This is an optimization exercise on Yosys and OpenROAD, whose aim is small area, a short achievable clock period and few clock cycles, not a production implementation.
Function was checked by simulation only, so behaviour that the tests miss may differ from the original.
Power figures rest on the tool's default switching activity, not on a simulated workload.

**design/flow/constraint.sdc**
```tcl
create_clock -name core_clock -period 5.0 [get_ports {clk}]
set_input_delay 1.0000 -clock core_clock [delete_from_list [all_inputs] [get_ports {clk}]]
set_output_delay 1.0000 -clock core_clock [all_outputs]
set_load 0.01 [all_outputs]
```
**design/flow/flow/run.sh**
```bash
#!/bin/bash
# The standard layout, with the smallest buffer on every port instead of the
# delay-cell buffer buffer_ports picks by default. The timing repair may still
# upsize any port buffer on a critical path.
set -euo pipefail
export BUFFER_PORTS_ARGS="-buffer_cell sky130_fd_sc_hd__buf_1"
bash standard.sh > standard_flow.log 2>&1
```
**design/flow/design.v**
```verilog
package evs_pkg;
  localparam logic [1:0] K_WT  = 2'd0;   
  localparam logic [1:0] K_GW  = 2'd1;   
  localparam logic [1:0] K_RT  = 2'd2;   
  localparam logic [1:0] K_SGL = 2'd3;   
endpackage
`timescale 1ns/1ps
module evs_finder_top (
  input  logic        clk,
  input  logic        reset,
  input  logic        cmd_start,
  input  logic [2:0]  cmd_op,
  input  logic [41:0] cmd_adr_target,
  input  logic [41:0] cmd_adr_search,
  input  logic [9:0]  cmd_threshold,
  input  logic [9:0]  cmd_wait_cycles,
  input  logic [3:0]  cmd_evs_wanted,
  input  logic [15:0] cmd_guess_limit,
  input  logic        cmd_large_page,
  output logic        mem_req_valid,
  output logic        mem_req_write,
  output logic [41:0] mem_req_addr,
  input  logic        mem_ack,
  input  logic [3:0]  evs_rd_index,
  output logic        op_done,
  output logic [9:0]  op_timing,
  output logic [3:0]  evs_count,
  output logic [41:0] evs_rd_data
);
  logic [41:0] target_q;
  logic [25:0] base_hi;      
  logic [4:0]  base_lo;      
  logic [15:0] rem;          
  logic        rem_0;        
  logic [9:0]  thr_m1;       
  logic        thr_le1;      
  logic [9:0]  wait_m1;      
  logic        wait_0;       
  logic [3:0]  need_q;       
  logic        large_q;
  logic        idle;         
  logic        start;        
  logic        waitack;      
  logic        waitw;        
  logic        is_wb;        
  logic [1:0]  kind;         
  logic        req_valid;
  logic        req_write;
  logic [9:0]  lat;          
  logic [16:0] g;            
  logic        g_full;       
  logic [3:0]  count;
  logic [15:0] slot [15];
  logic [3:0]  wr_lo;
  logic [41:0] addr_q;
  logic        slow;         
  logic        launch;       
  logic        at_limit;
  logic        wait_hit;     
  logic        rt_ack;
  logic        found;
  logic        rt_done;
  logic [9:0]  lat_inc;
  logic [15:0] rb_m;
  logic [16:0] g_inc;
  logic [16:0] sel_g;
  logic [25:0] hi_p1;
  logic [25:0] hi_sel;
  logic [15:0] rb_grp [4];
  logic [41:0] gaddr;
  logic [15:0] srch_mid;
  assign at_limit = rem_0;
  assign rt_ack   = waitack && mem_ack && (kind == evs_pkg::K_RT);
  assign found    = rt_ack && slow;
  assign rt_done  = rt_ack && ((slow && count == need_q) || at_limit);
  assign lat_inc  = (lat == 10'h3FF) ? lat : lat + 10'd1;
  assign g_inc    = {g[16] | g_full, g[15:0] + 16'd1};
  logic [3:0]  sel_idx;
  logic [16:0] busy_g;
  assign busy_g  = (kind == evs_pkg::K_RT) ? g_inc : g;
  assign sel_idx = evs_rd_index | {4{!idle}};
  always_comb begin
    for (int j = 0; j < 4; j++) begin
      case (sel_idx[1:0])
        2'd0: rb_grp[j] = slot[4*j];
        2'd1: rb_grp[j] = slot[4*j+1];
        2'd2: rb_grp[j] = slot[4*j+2];
        default: rb_grp[j] = (j == 3) ? busy_g[15:0] : slot[4*j+3];
      endcase
    end
    rb_m = rb_grp[sel_idx[3:2]];
  end
  assign sel_g = {idle ? (evs_rd_index >= wr_lo) : busy_g[16], rb_m};
  assign hi_p1 = base_hi + (large_q ? 26'd1 : 26'd32);
  assign hi_sel = sel_g[16] ? hi_p1 : base_hi;
  assign gaddr[41:21] = hi_sel[25:5];
  assign gaddr[20:16] = large_q ? hi_sel[4:0]  : sel_g[15:11];
  assign gaddr[15:5]  = large_q ? sel_g[15:5] : sel_g[10:0];
  assign gaddr[4:0]   = large_q ? sel_g[4:0]  : base_lo;
  assign srch_mid = cmd_large_page ? cmd_adr_search[15:0] : cmd_adr_search[20:5];
  always_ff @(posedge clk) begin
    if (idle && cmd_start) begin
      target_q <= cmd_adr_target;
      base_hi  <= cmd_adr_search[41:16];
      base_lo  <= cmd_adr_search[4:0];
      thr_m1   <= cmd_threshold - 10'd1;
      thr_le1  <= (cmd_threshold <= 10'd1);
      wait_m1  <= cmd_wait_cycles - 10'd1;
      wait_0   <= (cmd_wait_cycles == 10'd0);
      need_q   <= (cmd_evs_wanted == 4'd0) ? 4'd0 : cmd_evs_wanted - 4'd1;
      large_q  <= cmd_large_page;
      is_wb    <= (cmd_op == 3'd2);
    end
  end
  always_ff @(posedge clk) begin
    if (reset) begin
      idle      <= 1'b1;
      start     <= 1'b0;
      waitack   <= 1'b0;
      waitw     <= 1'b0;
      req_valid <= 1'b0;
      lat       <= '0;
      count     <= '0;
    end else begin
      req_valid <= 1'b0;
      if (idle && cmd_start) begin
        count <= '0;
        if (!cmd_op[2]) begin
          idle  <= 1'b0;
          start <= 1'b1;
        end
      end
      if (start) begin
        start     <= 1'b0;
        waitack   <= 1'b1;
        req_valid <= 1'b1;
        lat       <= 10'd1;
      end
      if (waitack) begin
        if (!mem_ack) begin
          lat <= lat_inc;
        end else begin
          case (kind)
            evs_pkg::K_WT, evs_pkg::K_GW: begin
              waitack <= 1'b0;
              waitw   <= 1'b1;
              lat     <= '0;
            end
            evs_pkg::K_RT: begin
              if (found) count <= count + 4'd1;
              if (rt_done) begin
                waitack <= 1'b0;
                idle    <= 1'b1;
              end else begin
                req_valid <= 1'b1;
                lat       <= 10'd1;
              end
            end
            default: begin
              waitack <= 1'b0;
              if (is_wb) waitw <= 1'b1;
              else       idle  <= 1'b1;
            end
          endcase
        end
      end
      if (waitw) begin
        if (wait_hit) begin
          waitw <= 1'b0;
          if (kind == evs_pkg::K_SGL) begin
            idle <= 1'b1;
          end else begin
            waitack   <= 1'b1;
            req_valid <= 1'b1;
            lat       <= 10'd1;
          end
        end else if (!is_wb) begin
          lat <= lat_inc;
        end
      end
    end
  end
  always_ff @(posedge clk) begin
    if (idle && cmd_start) begin
      kind      <= (cmd_op == 3'd0) ? evs_pkg::K_WT : evs_pkg::K_SGL;
      req_write <= (cmd_op != 3'd3);
      g         <= {1'b0, srch_mid};
      g_full    <= &srch_mid;
      wr_lo     <= '0;
    end else if (waitack && mem_ack) begin
      if (kind == evs_pkg::K_WT) kind <= evs_pkg::K_GW;
      if (kind == evs_pkg::K_GW) kind <= evs_pkg::K_RT;
      if (kind == evs_pkg::K_RT) begin
        kind      <= slow ? evs_pkg::K_WT : evs_pkg::K_GW;
        req_write <= 1'b1;
        g         <= g_inc;
        g_full    <= (g[15:0] == 16'hFFFE);
        if (slow && !g[16]) wr_lo <= count + 4'd1;
      end
      if (kind == evs_pkg::K_SGL) g <= '0;
    end else if (waitw) begin
      req_write <= (kind == evs_pkg::K_GW);
      if (is_wb) g <= g_inc;
    end
  end
  assign launch = start
               || (waitw && wait_hit && kind != evs_pkg::K_SGL)
               || (rt_ack && !rt_done);
  always_ff @(posedge clk) begin
    slow <= launch ? thr_le1 : (slow || lat == thr_m1);
  end
  always_ff @(posedge clk) begin
    wait_hit <= (waitack && mem_ack) ? wait_0 : ((is_wb ? g[9:0] : lat) == wait_m1);
  end
  always_ff @(posedge clk) begin
    if (idle && cmd_start) begin
      rem   <= cmd_guess_limit;
      rem_0 <= (cmd_guess_limit == 16'd0);
    end else if (rt_ack) begin
      rem   <= rem - 16'd1;
      rem_0 <= (rem == 16'd1);
    end
  end
  always_ff @(posedge clk) begin
    for (int k = 0; k < 15; k++) begin
      if (found && count == 4'(k)) slot[k] <= g[15:0];
    end
  end
  logic addr_tgt;
  assign addr_tgt = !idle && (start
                           || (waitw && kind != evs_pkg::K_GW)
                           || (waitack && kind == evs_pkg::K_RT && slow && mem_ack));
  always_ff @(posedge clk) begin
    addr_q <= addr_tgt ? target_q : gaddr;
  end
  assign op_done       = idle;
  assign op_timing     = lat;
  assign evs_count     = count;
  assign evs_rd_data   = addr_q;
  assign mem_req_valid = req_valid;
  assign mem_req_write = req_write;
  assign mem_req_addr  = addr_q;
endmodule
```
**design/flow/standard.sh**
```bash
#!/bin/bash
# synth_recipe.tcl (not shown) runs the flow's synth.tcl, then flattens the netlist and writes it again
# the make line also repeats each setting of config.mk as NAME=value (left out here)
make -C /OpenROAD-flow-scripts/flow DESIGN_CONFIG=/design/flow/config.mk WORK_HOME=/design/flow/orfs CLKGATE_MAP_FILE= SYNTH_SCRIPT=/design/flow/synth_recipe.tcl "${@:-finish}"
```
**design/flow/config.mk**
```make
export PLATFORM = sky130hd
export DESIGN_NAME = evs_finder_top
export DESIGN_NICKNAME = evs_finder_top
export VERILOG_FILES = /design/flow/design.v
export SDC_FILE = /design/flow/constraint.sdc
export NUM_CORES = 4
export LEC_CHECK = 0
export CAP_MARGIN = 20
export CORE_MARGIN = 2
export CORE_UTILIZATION = 50
export CTS_CLUSTER_DIAMETER = 80
export CTS_CLUSTER_SIZE = 20
export SETUP_SLACK_MARGIN = 2.6
export SLEW_MARGIN = 20
```
==> impl_metrics.csv, run 1 <==
group,metric,value,unit
worst_hold_path,min_path_cells,2,
power_and_ir_drop,p_int,0.00578,W
synth,synth_area_per_cell,12.9,sq um
grt,antenna_found_initial,1,
worst_setup_path,crit_path_cell_trace,"buf_2 > and3b_2 > buf_4 > a22oi_1 > a41oi_2 > a221o_1",
timing,rsz0062_at_grt,"true",
worst_setup_path,r2r-end,"addr_q[18]",
power_and_ir_drop,finalPower,0.00786,W
worst_setup_path,slowest_stage,"a221o_1",
placed_design,hpwlAfterDp,36200,um
synth,yosys_register_bits,446,
synth,synth_nets,1718,
route,drc_errors,0,
power_and_ir_drop,p_comb_frac,0.143,
timing,max_clock_freq,414,MHz
cts,cts_root_buf,"clkbuf_16",
worst_setup_path,cp.arrival,2.89,ns
final_layout,layout_common_cells,"edfxtp_1, buf_1, nand2_1",
timing,relSlewSlack,0.353,
final_layout,num-nets-final,1969,
worst_setup_path,max_stage_delay,0.40,ns
route,first_pass_iters,6,
timing,holdWs,0.453,ns
cts,numCtsBuffers,28,
cts,cts_hold_buf,0,
cts,clk_path_buf_depth,3,
cts,clk_pin_slew,0.08,ns
synth,ys.warnings.count,3,
worst_hold_path,min_from,"target_q[23]",
job,max-cap-violations,0,
cts,cts_sinks,446,
synth,synth_enable_flop_cells,378,
worst_setup_path,r2r_slack,2.61,ns
synth,yosysSeqAreaShare,0.635,
worst_setup_path,required,5.47,ns
worst_setup_path,endpoint_kind,"flip-flop",
synth,yosysTopAreaCell,"edfxtp_1",
cts,cts_max_level,1,
final_layout,drive_gt1_frac,0.165,
final_layout,area_growth,17.8,%
worst_setup_path,cp_num_buf_inv,2,
synth,synthTopCellsByArea,"edfxtp_1, dfxtp_1, mux2i_1",
power_and_ir_drop,power_per_cell_area,333,nW/um^2
timing,setup_viol,0,
floorplan,initial_core_util,0.505,
floorplan,core,39600,sq um
power_and_ir_drop,sw_frac_of_total,0.265,
timing,tightest_slew,0.970,ns
grt,grt_max_degree,58,
synth,mappedNetlistArea,20000,sq um
placed_design,gp_congestion,0.878,
final_layout,antennaDiodeCount,0,
timing,final.setup_skew,0.0255,ns
route,drt-initial-drc-count,1422,
route,ant_nets,0,
route,viasPerCell,6.02,
placed_design,pre_cts_slack,1.17,ns
power_and_ir_drop,clkPwrFrac,0.301,
timing,hold_viol_final,0,
route,vias,14200,
floorplan,die_w,204,um
floorplan,dieArea,41700,sq um
floorplan,fp-row-count,73,
timing,period_minus_slack,2.42,ns
worst_hold_path,hp-class,"reg -> reg",
worst_setup_path,cp_top_family,"compound AO/OA/AOI/OAI gates",
synth,synth_top_area_frac,0.567,
timing,layout_worst_path_cycle_share,0.483,
route,routedWlPerCell,24.6,um
cts,clkLatencyLatePin,0.59,ns
worst_setup_path,cp-start-kind,"primary input",
placed_design,portBuffers,236,
worst_setup_path,path_max_fanout,16,
grt,grt_pass1_wl,83900,um
timing,fin_ws,2.58,ns
floorplan,die_y,204,um
final_layout,mostFrequentLayoutCell,"edfxtp_1",
power_and_ir_drop,p_sw,0.00208,W
power_and_ir_drop,ir_drop,0.241,mV
grt,globalRouteTotalUtil,0.269,
synth,syn_inst,1557,
timing,maxSlewViolCount,0,
worst_setup_path,rr_worst_depth,8,
grt,grt_pass1_vias,13700,
cts,cts_tree,"done",
power_and_ir_drop,seqPwrFrac,0.556,
grt,grt_overflow,0,
worst_setup_path,worstReg2RegStart,"g[3]",
route,wl,57900,um
worst_setup_path,criticalPathCategory,"in -> reg",
synth,synth_ff_type,"edfxtp_1",
run_status,outcome,"timing/DRC/antenna clean",
worst_hold_path,hold_end,"addr_q[23]",
timing,setup_tns,0,ns
synth,async_flop_share,0,
floorplan,io_pins,237,
synth,synthDistinctLibCells,78,
power_and_ir_drop,p_leak,7.75,nW
synthesized netlist by cell type (9+ instances only):
master	count
edfxtp_1	378
ha_1	25
a31oi_1	19
o221ai_1	19
nor3_1	31
buf_4	47
or4_1	9
mux2_2	31
a21oi_1	66
nor2_1	73
mux4_2	16
clkbuf_1	52
nand2b_1	11
nand4_1	22
nand3_1	41
o21ai_0	78
mux2i_1	52
o211ai_1	10
xnor2_1	53
nor4_1	35
xor2_1	39
o22ai_1	35
nor2b_1	15
nand2_1	117
or3_1	9
buf_2	24
dfxtp_1	68
inv_1	41
a211oi_1	20
how the worst max path moves through the flow:
stage | start | end | depth (start not counted)
2_1_floorplan | evs_rd_index[0] | addr_q[17] | 14
3_3_place_gp | evs_rd_index[1] | addr_q[3] | 7
4_1_cts | kind[0] | addr_q[6] | 7
3_5_place_dp | evs_rd_index[1] | addr_q[3] | 7
5_1_grt | kind[0] | lat[1] | 7
6_report | evs_rd_index[3] | addr_q[6] | 6
cell families (layout without fill, tap and decap cells):
| group | Yosys count | after routing | synth area share |
|---|---|---|---|
| AND/OR/NAND/NOR | 405 | 405 | 0.102 |
| multiplexers | 99 | 99 | 0.0614 |
| buffers and inverters | 175 | 446 | 0.0437 |
| XOR/XNOR | 92 | 92 | 0.0403 |
| flip-flops | 446 | 446 | 0.635 |
| adder cells (fa/ha/maj) | 25 | 25 | 0.0156 |
| AO/OA/AOI/OAI | 315 | 317 | 0.102 |
repair_timing:
item	4_1_cts	5_1_grt
endpoints found under the setup margin	185	158
resized for setup	67	43
setup buffers	35	36
pin swaps	9	12
gates cloned	3	5
hold endpoints to repair	0	0
power by group through the flow:
stage,Clock (W),Combinational [W],Sequential [W]
final,0.00237,0.00112,0.00437
after global routing,0.00252,0.00121,0.00439
after CTS,0.00241,0.00103,0.00438
after detailed placement,0,0.000897,0.00450
after global placement,0,0.000885,0.00450
after floorplan,0,0.000600,0.00446
flip-flops by register name (all words and copies together), names as in the netlist, 5 cells and up:
register / count
thr_m1: 10
slot: 240
target_q: 42
lat: 10
addr_q: 42
g: 17
base_lo: 5
rem: 16
base_hi: 26
wait_m1: 10
tightest hold or removal path, stage by stage (launching register included):
cell,delay (ns)
edfxtp_1,0.32
nand2_1,0.04
o21ai_0,0.06
per-layer routing:
| metal | wire length, um | vias to the layer above | GRT usage |
|---|---|---|---|
| met4 | 2090 | 2 | 0.102 |
| met3 | 5370 | 129 | 0.0526 |
| met5 | 13 | - | 0 |
| met2 | 27000 | 692 | 0.429 |
| li1 | - | 6402 | - |
| met1 | 23400 | 6956 | 0.368 |
through the flow:
stage          instance area (sq um)  std cells  utilization
6_report                       23600       2355        0.595
3_5_place_dp                   21400       2224        0.539
3_3_place_gp                   21400       2224        0.539
4_1_cts                        23000       2314        0.580
2_1_floorplan                  20300       1557            -
5_1_grt                        23600       2355        0.595
cell type report:
class                      instances  area (sq um)
fill                            3160         16100
sequential                       446         12700
multi-input combinational        938          7080
timing repair buffer             351          2090
clock buffer                      46           800
tap                              525           657
inverter                          43           169
clock inverter                     6          66.3
Testbench counts, summed over its fixed seeds: cycles 144,010.
==> inputs of run 2 (changes only) <==
--- a/design/flow/config.mk
+++ b/design/flow/config.mk
@@ -8,5 +8,5 @@
 export CAP_MARGIN = 20
 export CORE_MARGIN = 2
-export CORE_UTILIZATION = 50
+export CORE_UTILIZATION = 80
 export CTS_CLUSTER_DIAMETER = 80
 export CTS_CLUSTER_SIZE = 20
==> run 2 against run 1 <==
  * The flow now stops in global routing (5_1_grt)
  * Synthesized cell count is the same
  * Synthesized area stayed put
==> impl_metrics.csv, run 2 <==
group,metric,value,unit
cts,cts_root_buf,"clkbuf_16",
placed_design,portBuffers,236,
synth,yosys_register_bits,446,
placed_design,pre_cts_slack,1.20,ns
synth,synth_enable_flop_cells,378,
cts,cts_max_level,1,
synth,yosysMostFrequentCell,"edfxtp_1",
synth,synthDistinctLibCells,78,
cts,cts_sinks,446,
run_status,outcome,"stopped before the end",
run_status,first-error,"[ERROR GRT-0232] Routing congestion too high. Check the congestion heatmap in the GUI.",
synth,synthTopCellsByArea,"edfxtp_1, dfxtp_1, mux2i_1",
synth,yosysTopAreaCell,"edfxtp_1",
grt,globalRouteTotalUtil,0.774,
grt,grt_overflow,47,
placed_design,gp_congestion,0.944,
floorplan,io_pins,237,
cts,numCtsBuffers,26,
placed_design,postPlaceCellArea,21000,sq um
synth,yosysSeqAreaShare,0.635,
cts,cts_hold_buf,0,
timing,endpoint_type,"sequential cell input",
run_status,stop_stage,"global routing (5_1_grt)",
synth,synth_nets,1718,
grt,grt_max_degree,58,
synth,synth_ff_type,"edfxtp_1",
floorplan,initial_core_util,0.818,
synth,syn_inst,1557,
floorplan,die_y,162,um
placed_design,placedCellCount,2011,
floorplan,die_w,162,um
synth,synth_top_area_frac,0.567,
placed_design,hpwlAfterDp,36400,um
cts,clk_path_buf_depth,3,
synth,synth_area_per_cell,12.9,sq um
synth,synthTopCellsByCount,"edfxtp_1, nand2_1, o21ai_0",
synth,mappedNetlistArea,20000,sq um
synth,async_flop_share,0,
synth,ys.warnings.count,3,
floorplan,fp-row-count,57,
timing,crit_endpoint,"lat[6]$_SDFF_PP0_/D",
[run 2: cell counts after synthesis]
No cell type changed its count.
[run 2: power groups by stage]
stage | Sequential [W] | Combinational [W] | Clock (W)
4_1_cts | 0.00439 | 0.00105 | 0.00218
3_5_place_dp | 0.00453 | 0.000838 | 0
3_3_place_gp | 0.00452 | 0.000804 | 0
2_1_floorplan | 0.00446 | 0.000600 | 0
[run 2: stage by stage]
step | total power, W | hold slack (ns)
floorplan | 0.00506 | 0.418
global placement | 0.00532 | 0.428
detailed placement | 0.00537 | 0.432
CTS | 0.00762 | 0.457
[run 2: what timing repair did]
action                                  4_1_cts
cloned                                        4
endpoints found under the setup margin      334
pin swaps                                    13
setup buffers                                53
gates resized for setup                      96
[run 2: worst max path at each step]
stage                               start    endpoint  slack (ns)  cells past startpoint
after CTS                         kind[0]  addr_q[13]        2.54                      9
after detailed placement  evs_rd_index[0]   addr_q[8]        1.20                      7
after global placement    evs_rd_index[0]   addr_q[8]        1.37                      7
after floorplan           evs_rd_index[0]  addr_q[17]        2.02                     14
[run 2: layer usage]
metal  overflow  GRT usage
met5          0      0.271
met4         22      0.757
met3          1      0.617
met2         24      0.930
met1          0      0.795
[run 2: cells by family after synthesis]
group | after synthesis | share of synthesized area
buffers and inverters | 175 | 0.0437
AO/OA/AOI/OAI | 315 | 0.102
flip-flops | 446 | 0.635
multiplexers | 99 | 0.0614
XOR/XNOR | 92 | 0.0403
AND/OR/NAND/NOR | 405 | 0.102
adder cells (fa/ha/maj) | 25 | 0.0156
==> inputs of run 3 (changes only) <==
--- a/design/flow/config.mk
+++ b/design/flow/config.mk
@@ -8,5 +8,5 @@
 export CAP_MARGIN = 20
 export CORE_MARGIN = 2
-export CORE_UTILIZATION = 80
+export CORE_UTILIZATION = 70
 export CTS_CLUSTER_DIAMETER = 80
 export CTS_CLUSTER_SIZE = 20
==> run 3 against run 2 <==
  * The run now finishes clean
  * Synthesized cell count unchanged
  * Synthesized area unchanged
==> impl_metrics.csv, run 3 <==
group,metric,value,unit
timing,final.setup_skew,0.0249,ns
power_and_ir_drop,sw_frac_of_total,0.261,
power_and_ir_drop,finalPower,0.00769,W
worst_setup_path,criticalPathCategory,"in -> reg",
final_layout,drive_gt1_frac,0.155,
placed_design,placedCellCount,2069,
run_status,outcome,"timing/DRC/antenna clean",
synth,async_flop_share,0,
floorplan,initial_core_util,0.717,
synth,synth_simple_gate_area_frac,0.102,
power_and_ir_drop,power_per_cell_area,332,nW/um^2
final_layout,reg_top3,"slot x240, addr_q x42, target_q x42",
floorplan,core,27900,sq um
worst_setup_path,cp.arrival,2.88,ns
power_and_ir_drop,clkPwrFrac,0.288,
timing,setup_tns,0,ns
cts,clk_path_buf_depth,3,
timing,tightest_slew,1.05,ns
cts,cts_hold_buf,0,
synth,synthTopCellsByArea,"edfxtp_1, dfxtp_1, mux2i_1",
route,wl,56400,um
floorplan,die_w,173,um
synth,yosysSeqAreaShare,0.635,
power_and_ir_drop,p_sw,0.00201,W
route,vias,14800,
route,first_pass_iters,6,
synth,synth_adder_area_share,0.0156,
synth,synthTopCellsByCount,"edfxtp_1, nand2_1, o21ai_0",
cts,cts_sinks,446,
worst_setup_path,cp-start-kind,"primary input",
timing,period_minus_slack,2.44,ns
final_layout,mostFrequentLayoutCell,"edfxtp_1",
cts,cts_root_buf,"clkbuf_16",
floorplan,dieArea,30000,sq um
synth,synth_enable_flop_cells,378,
final_layout,antennaDiodeCount,0,
worst_setup_path,path_max_fanout,15,
final_layout,area_growth,15.7,%
timing,maxSlewViolCount,0,
synth,syn_inst,1557,
final_layout,instances_no_fill,2192,
cts,cts_tree,"done",
route,drc_errors,0,
route,viasPerCell,6.76,
floorplan,io_pins,237,
grt,grt_pass1_wl,82600,um
timing,hold_viol_final,0,
route,drt-initial-drc-count,2395,
synth,yosysTopAreaCell,"edfxtp_1",
synth,synth_nets,1718,
cts,cts_max_level,1,
timing,relSlewSlack,0.302,
power_and_ir_drop,ir_drop,0.334,mV
job,max-cap-violations,0,
synth,synth_area_per_cell,12.9,sq um
floorplan,fp-row-count,61,
timing,max_clock_freq,410,MHz
route,routedWlPerCell,25.7,um
final_layout,layout_common_cells,"edfxtp_1, buf_1, nand2_1",
final_layout,n_fill_cell,1551,
cts,clk_pin_slew,0.08,ns
timing,rsz0062_at_grt,"true",
timing,layout_worst_path_cycle_share,0.488,
placed_design,hpwlAfterDp,34800,um
route,ant_nets,0,
grt,antenna_found_initial,0,
power_and_ir_drop,p_leak,7.60,nW
cts,numCtsBuffers,26,
placed_design,portBuffers,236,
synth,synth_top_area_frac,0.567,
timing,setup_viol,0,
power_and_ir_drop,p_comb_frac,0.141,
power_and_ir_drop,seqPwrFrac,0.570,
synth,yosys_register_bits,446,
synth,synth_ff_type,"edfxtp_1",
grt,grt_pass1_vias,13800,
worst_setup_path,required,5.44,ns
synth,yosysMostFrequentCell,"edfxtp_1",
synth,synth_compound_area_frac,0.102,
synth,mappedNetlistArea,20000,sq um
grt,grt_overflow,0,
floorplan,die_y,173,um
synth,synth-xor-area-share,0.0403,
cts,clkLatencyLatePin,0.57,ns
synth,synthMuxAreaShare,0.0614,
final_layout,regMostFlops,"slot",
power_and_ir_drop,p_int,0.00568,W
final_layout,largest_reg_flops,240,
final_layout,num-nets-final,1955,
synth,synth_top_family_by_area,"compound AO/OA/AOI/OAI gates",
placed_design,gp_congestion,0.943,
synth,ys.warnings.count,3,
worst_setup_path,endpoint_kind,"flip-flop",
final_layout,fin_util,0.829,
grt,grt_max_degree,56,
worst_hold_path,hp-class,"reg -> reg",
synth,synthDistinctLibCells,78,
grt,globalRouteTotalUtil,0.362,
-- run 3: cell counts after synthesis --
No cell type changed its count.
-- run 3: stage by stage --
stage               instance area, sq um  hold WS, ns  setup slack [ns]
floorplan                          20300        0.418              2.02
global placement                   21100        0.425              1.12
detailed placement                 21100        0.433              1.05
CTS                                22700        0.456              2.57
global route                       23200        0.472              2.53
finish                             23200        0.454              2.56
-- run 3: final timing paths --
| check | startpoint | to | slack (ns) | depth (start not counted) |
|---|---|---|---|---|
| max reg2reg | idle | addr_q[10] | 2.60 | 7 |
| max | evs_rd_index[2] | addr_q[17] | 2.56 | 11 |
| min reg2reg | target_q[34] | addr_q[34] | 0.45 | 2 |
| min | target_q[34] | addr_q[34] | 0.45 | 2 |
-- run 3: cells by family after synthesis --
group                      count (synthesis)
muxes                                     99
and+or+nand+nor                          405
adders and majority gates                 25
AOI/OAI and AO/OA                        315
DFF                                      446
buffers and inverters                    175
xor gates and xnor gates                  92
-- run 3: layout make-up --
type,instances,area (sq um),area share
clock buffer,47,761,0.0328
clock inverter,1,16.3,0.000702
inverter,43,166,0.00718
multi-input combinational,937,7020,0.303
sequential,446,12700,0.549
tap,378,473,0.0204
timing repair buffer,340,2010,0.0867
-- run 3: per-layer routing --
layer	global-route usage	part of all wire	up-vias
met5	0	0	-
met4	0.114	0.039	0
met3	0.0642	0.12	177
met2	0.585	0.47	1053
met1	0.507	0.37	7219
li1	-	-	6369
-- run 3: worst max-delay path: stages --
cell and delay [ns]:
buf_4 0.17, ha_1 0.34, a21oi_2 0.19, o21ai_4 0.09, buf_12 0.14, a31oi_4 0.15, buf_12 0.19, buf_4 0.14
mux2i_1 0.22, nand3_1 0.11, o221a_2 0.14
-- run 3: power by group through the flow --
stage / logic [W] / registers [W] / clock network, W
finish: 0.00109 / 0.00439 / 0.00222
detailed placement: 0.000864 / 0.00451 / 0
global route: 0.00115 / 0.00440 / 0.00233
CTS: 0.00101 / 0.00438 / 0.00222
floorplan: 0.000600 / 0.00446 / 0
global placement: 0.000843 / 0.00450 / 0
-- run 3: repair_timing --
action,4_1_cts,5_1_grt
cloned,1,3
pin swaps,15,10
endpoints found under the setup margin,349,218
setup buffers,44,27
gates resized for setup,82,31
==> inputs of run 4 (changes only) <==
--- a/design/flow/design.v
+++ b/design/flow/design.v
@@ -91,5 +91,9 @@
     rb_m = rb_grp[sel_idx[3:2]];
   end
-  assign sel_g = {idle ? (evs_rd_index >= wr_lo) : busy_g[16], rb_m};
+  logic [15:0] wr_mask;
+  always_comb begin
+    for (int k = 0; k < 16; k++) wr_mask[k] = (4'(k) >= wr_lo);
+  end
+  assign sel_g = {idle ? wr_mask[evs_rd_index] : busy_g[16], rb_m};
   assign hi_p1 = base_hi + (large_q ? 26'd1 : 26'd32);
   assign hi_sel = sel_g[16] ? hi_p1 : base_hi;
==> run 4 against run 3 <==
  * First-iteration DRC count grew 2.0%
  * Non-clock buffer count shrank 11
  * Still clean
  * Combinational power is essentially flat
  * Wire length shrank 0.29%
  * Largest cell class unchanged
  * Hold slack is essentially flat
  * Highest routed layer unchanged
  * Sequential share of layout area grew 0.22 points
  * Clock skew shrank 0.0084 ns
==> impl_metrics.csv, run 4 <==
group,metric,value,unit
final_layout,mostFrequentLayoutCell,"edfxtp_1",
floorplan,fp-row-count,61,
placed_design,hpwlAfterDp,33600,um
timing,max_clock_freq,416,MHz
synth,synthDistinctLibCells,79,
timing,hold_viol_final,0,
timing,period_minus_slack,2.40,ns
timing,relSlewSlack,0.448,
floorplan,core,28000,sq um
grt,globalRouteTotalUtil,0.357,
worst_setup_path,r2r-end,"addr_q[9]",
timing,tightest_slew,0.827,ns
job,max-cap-violations,0,
placed_design,placedCellCount,2071,
route,viasPerCell,6.82,
cts,clkLatencyLatePin,0.57,ns
floorplan,die_y,173,um
timing,holdWs,0.454,ns
synth,synthTopCellsByCount,"edfxtp_1, nand2_1, nor2_1",
cts,cts_max_level,1,
final_layout,reg_top3,"slot x240, addr_q x42, target_q x42",
timing,final.setup_skew,0.0165,ns
power_and_ir_drop,ir_drop,0.276,mV
grt,grt_pass1_wl,82200,um
route,drt-initial-drc-count,2444,
cts,clk_path_buf_depth,3,
synth,synth-xor-area-share,0.0371,
route,drc_errors,0,
floorplan,io_pins,237,
route,ant_nets,0,
grt,antenna_found_initial,0,
route,vias,15000,
synth,synth_simple_gate_area_frac,0.101,
worst_setup_path,criticalPathCategory,"in -> reg",
final_layout,instances_no_fill,2199,
floorplan,initial_core_util,0.716,
floorplan,die_w,173,um
synth,synth_compound_area_frac,0.115,
synth,syn_inst,1565,
cts,cts_sinks,446,
placed_design,portBuffers,236,
synth,ys.warnings.count,3,
timing,layout_worst_path_cycle_share,0.481,
route,wl,56200,um
synth,synth_ff_type,"edfxtp_1",
synth,async_flop_share,0,
timing,setup_viol,0,
synth,synthTopCellsByArea,"edfxtp_1, dfxtp_1, o21ai_0",
run_status,outcome,"timing/DRC/antenna clean",
worst_setup_path,worstReg2RegStart,"kind[0]",
timing,rsz0062_at_grt,"true",
final_layout,drive_gt1_frac,0.157,
synth,mappedNetlistArea,20000,sq um
placed_design,gp_congestion,0.952,
worst_setup_path,cp.arrival,2.86,ns
final_layout,regMostFlops,"slot",
power_and_ir_drop,power_per_cell_area,331,nW/um^2
synth,synth_adder_area_share,0.0136,
synth,synth_top_area_frac,0.566,
final_layout,layout_common_cells,"edfxtp_1, buf_1, nand2_1",
cts,cts_tree,"done",
synth,yosysSeqAreaShare,0.634,
synth,synth_nets,1722,
final_layout,largest_reg_flops,240,
synth,synthMuxAreaShare,0.0570,
route,routedWlPerCell,25.6,um
final_layout,num-nets-final,1957,
worst_hold_path,min_from,"target_q[21]",
synth,yosysMostFrequentCell,"edfxtp_1",
worst_hold_path,hold_end,"addr_q[21]",
timing,maxSlewViolCount,0,
worst_setup_path,endpoint_kind,"flip-flop",
power_and_ir_drop,p_leak,7.69,nW
worst_hold_path,hp-class,"reg -> reg",
cts,clk_pin_slew,0.08,ns
floorplan,dieArea,30000,sq um
final_layout,area_growth,15.1,%
cts,cts_hold_buf,0,
worst_setup_path,r2r_slack,2.60,ns
worst_hold_path,min_path_cells,2,
placed_design,pre_cts_slack,1.34,ns
worst_setup_path,path_max_fanout,21,
worst_setup_path,rr_worst_depth,10,
grt,grt_pass1_vias,14100,
synth,synth_top_family_by_area,"compound AO/OA/AOI/OAI gates",
route,first_pass_iters,13,
grt,grt_overflow,0,
timing,fin_ws,2.60,ns
synth,yosys_register_bits,446,
synth,synth_area_per_cell,12.8,sq um
timing,setup_tns,0,ns
worst_setup_path,required,5.46,ns
grt,grt_max_degree,99,
synth,synth_enable_flop_cells,378,
cts,cts_root_buf,"clkbuf_16",
worst_setup_path,cp-start-kind,"primary input",
synth,yosysTopAreaCell,"edfxtp_1",
cts,numCtsBuffers,26,
[run 4: cell types whose count changed after synthesis, moves of 9 or more]
cell | previous run | this run
and2_1 | 5 | 21
clkbuf_1 | 52 | 42
mux2i_1 | 52 | 41
nand2_1 | 117 | 99
nand3_1 | 41 | 29
nor2_1 | 73 | 99
nor2b_1 | 15 | 4
nor4_1 | 35 | 22
o21ai_0 | 78 | 87
o221ai_1 | 19 | 10
o22ai_1 | 35 | 46
or3_1 | 9 | 19
xnor2_1 | 53 | 39
[run 4: timing repair]
item / in CTS / in global routing
resized for setup: 55 / 56
setup endpoints to repair: 316 / 222
pin swaps: 8 / 17
buffers inserted: 41 / 30
gates cloned: 5 / 3
[run 4: logic make-up (layout without fill, tap and decap cells)]
logic type                 Yosys count  after routing
xor gates and xnor gates            85             85
DFF                                446            446
and+or+nand+nor                    407            408
other                                0              1
adders and majority gates           22             22
muxes                               91             91
AOI/OAI and AO/OA                  351            354
buffers and inverters              163            414
[run 4: worst max-delay path by stage]
stage,from,endpoint,slack [ns],depth (start not counted)
after floorplan,evs_rd_index[0],addr_q[5],2.47,6
after global placement,evs_rd_index[1],addr_q[37],1.37,8
after detailed placement,evs_rd_index[1],addr_q[37],1.34,8
after CTS,mem_ack,slot[6][9],2.44,6
after global routing,kind[0],addr_q[9],2.54,10
final,evs_rd_index[0],addr_q[12],2.60,8
[run 4: area by class of cell]
class,count,area (sq um)
diodes,1,2.50
well taps,378,473
clock inverters,2,32.5
inverters,37,154
flip-flops and latches,446,12700
multi-input cells,960,7080
repair buffers,329,1870
clock buffers,46,726
fillers,1486,4950
[run 4: stage by stage]
| step | power, W | utilization | area (sq um) |
|---|---|---|---|
| global placement | 0.00531 | 0.752 | 21100 |
| global route | 0.00785 | 0.823 | 23100 |
| floorplan | 0.00504 | - | 20300 |
| detailed placement | 0.00533 | 0.752 | 21100 |
| finish | 0.00764 | 0.823 | 23100 |
| CTS | 0.00752 | 0.804 | 22500 |
[run 4: critical path: stages]
cell and delay, ns:
clkbuf_16 0.19, buf_16 0.19, mux4_2 0.54, nand2_1 0.13
o21ai_0 0.19, a211oi_4 0.31, a22oi_1 0.16, o21a_1 0.14
[run 4: per-layer routing]
metal | global-route usage | share of wire | wire length (um)
met1 | 0.476 | 0.35 | 19700
met2 | 0.580 | 0.48 | 26700
met3 | 0.0629 | 0.12 | 6700
met4 | 0.163 | 0.056 | 3140
met5 | 0 | 0 | 0
[run 4: report_power, final]
group          total, W  switching, W  internal [W]
registers       0.00437      0.000132       0.00424
logic           0.00109      0.000689      0.000402
clock network   0.00218       0.00118      0.000998
Testbench counts of run 4, summed over its fixed seeds: cycles 144,010.

## what the ideal ports hide
The flow's constraints put no driver on any port. The routed layouts listed below were extracted and timed again, unchanged, in two steps.
Step 1, drivers: a clkbuf_16 drives clk and a buf_2 each remaining input, both assumed.
Step 2 moves the port delays by t, midway between the first and last clock arrival at a register: inputs arrive t later, outputs are due t later. That takes back most of the time a late clock gives input paths.
Slacks: ideal / step 1 / step 2; pairs: ideal / step 1.
run	shift t [ns]	slack for setup (ns)	worst setup path at the end	slew at the worst register clock pin (ns)
run 1	0.635	2.583 / 2.534 / 1.899	input to register	0.09 / 0.09
run 3	0.611	2.559 / 2.423 / 1.812	input to register	0.09 / 0.09
run 4	0.618	2.597 / 2.581 / 1.963	input to register	0.09 / 0.09
After both steps setup and hold are still met in every run listed. For run 3, which loses most, drivers alone change the setup slack by -0.136 ns; drivers and shift together by -0.747 ns.
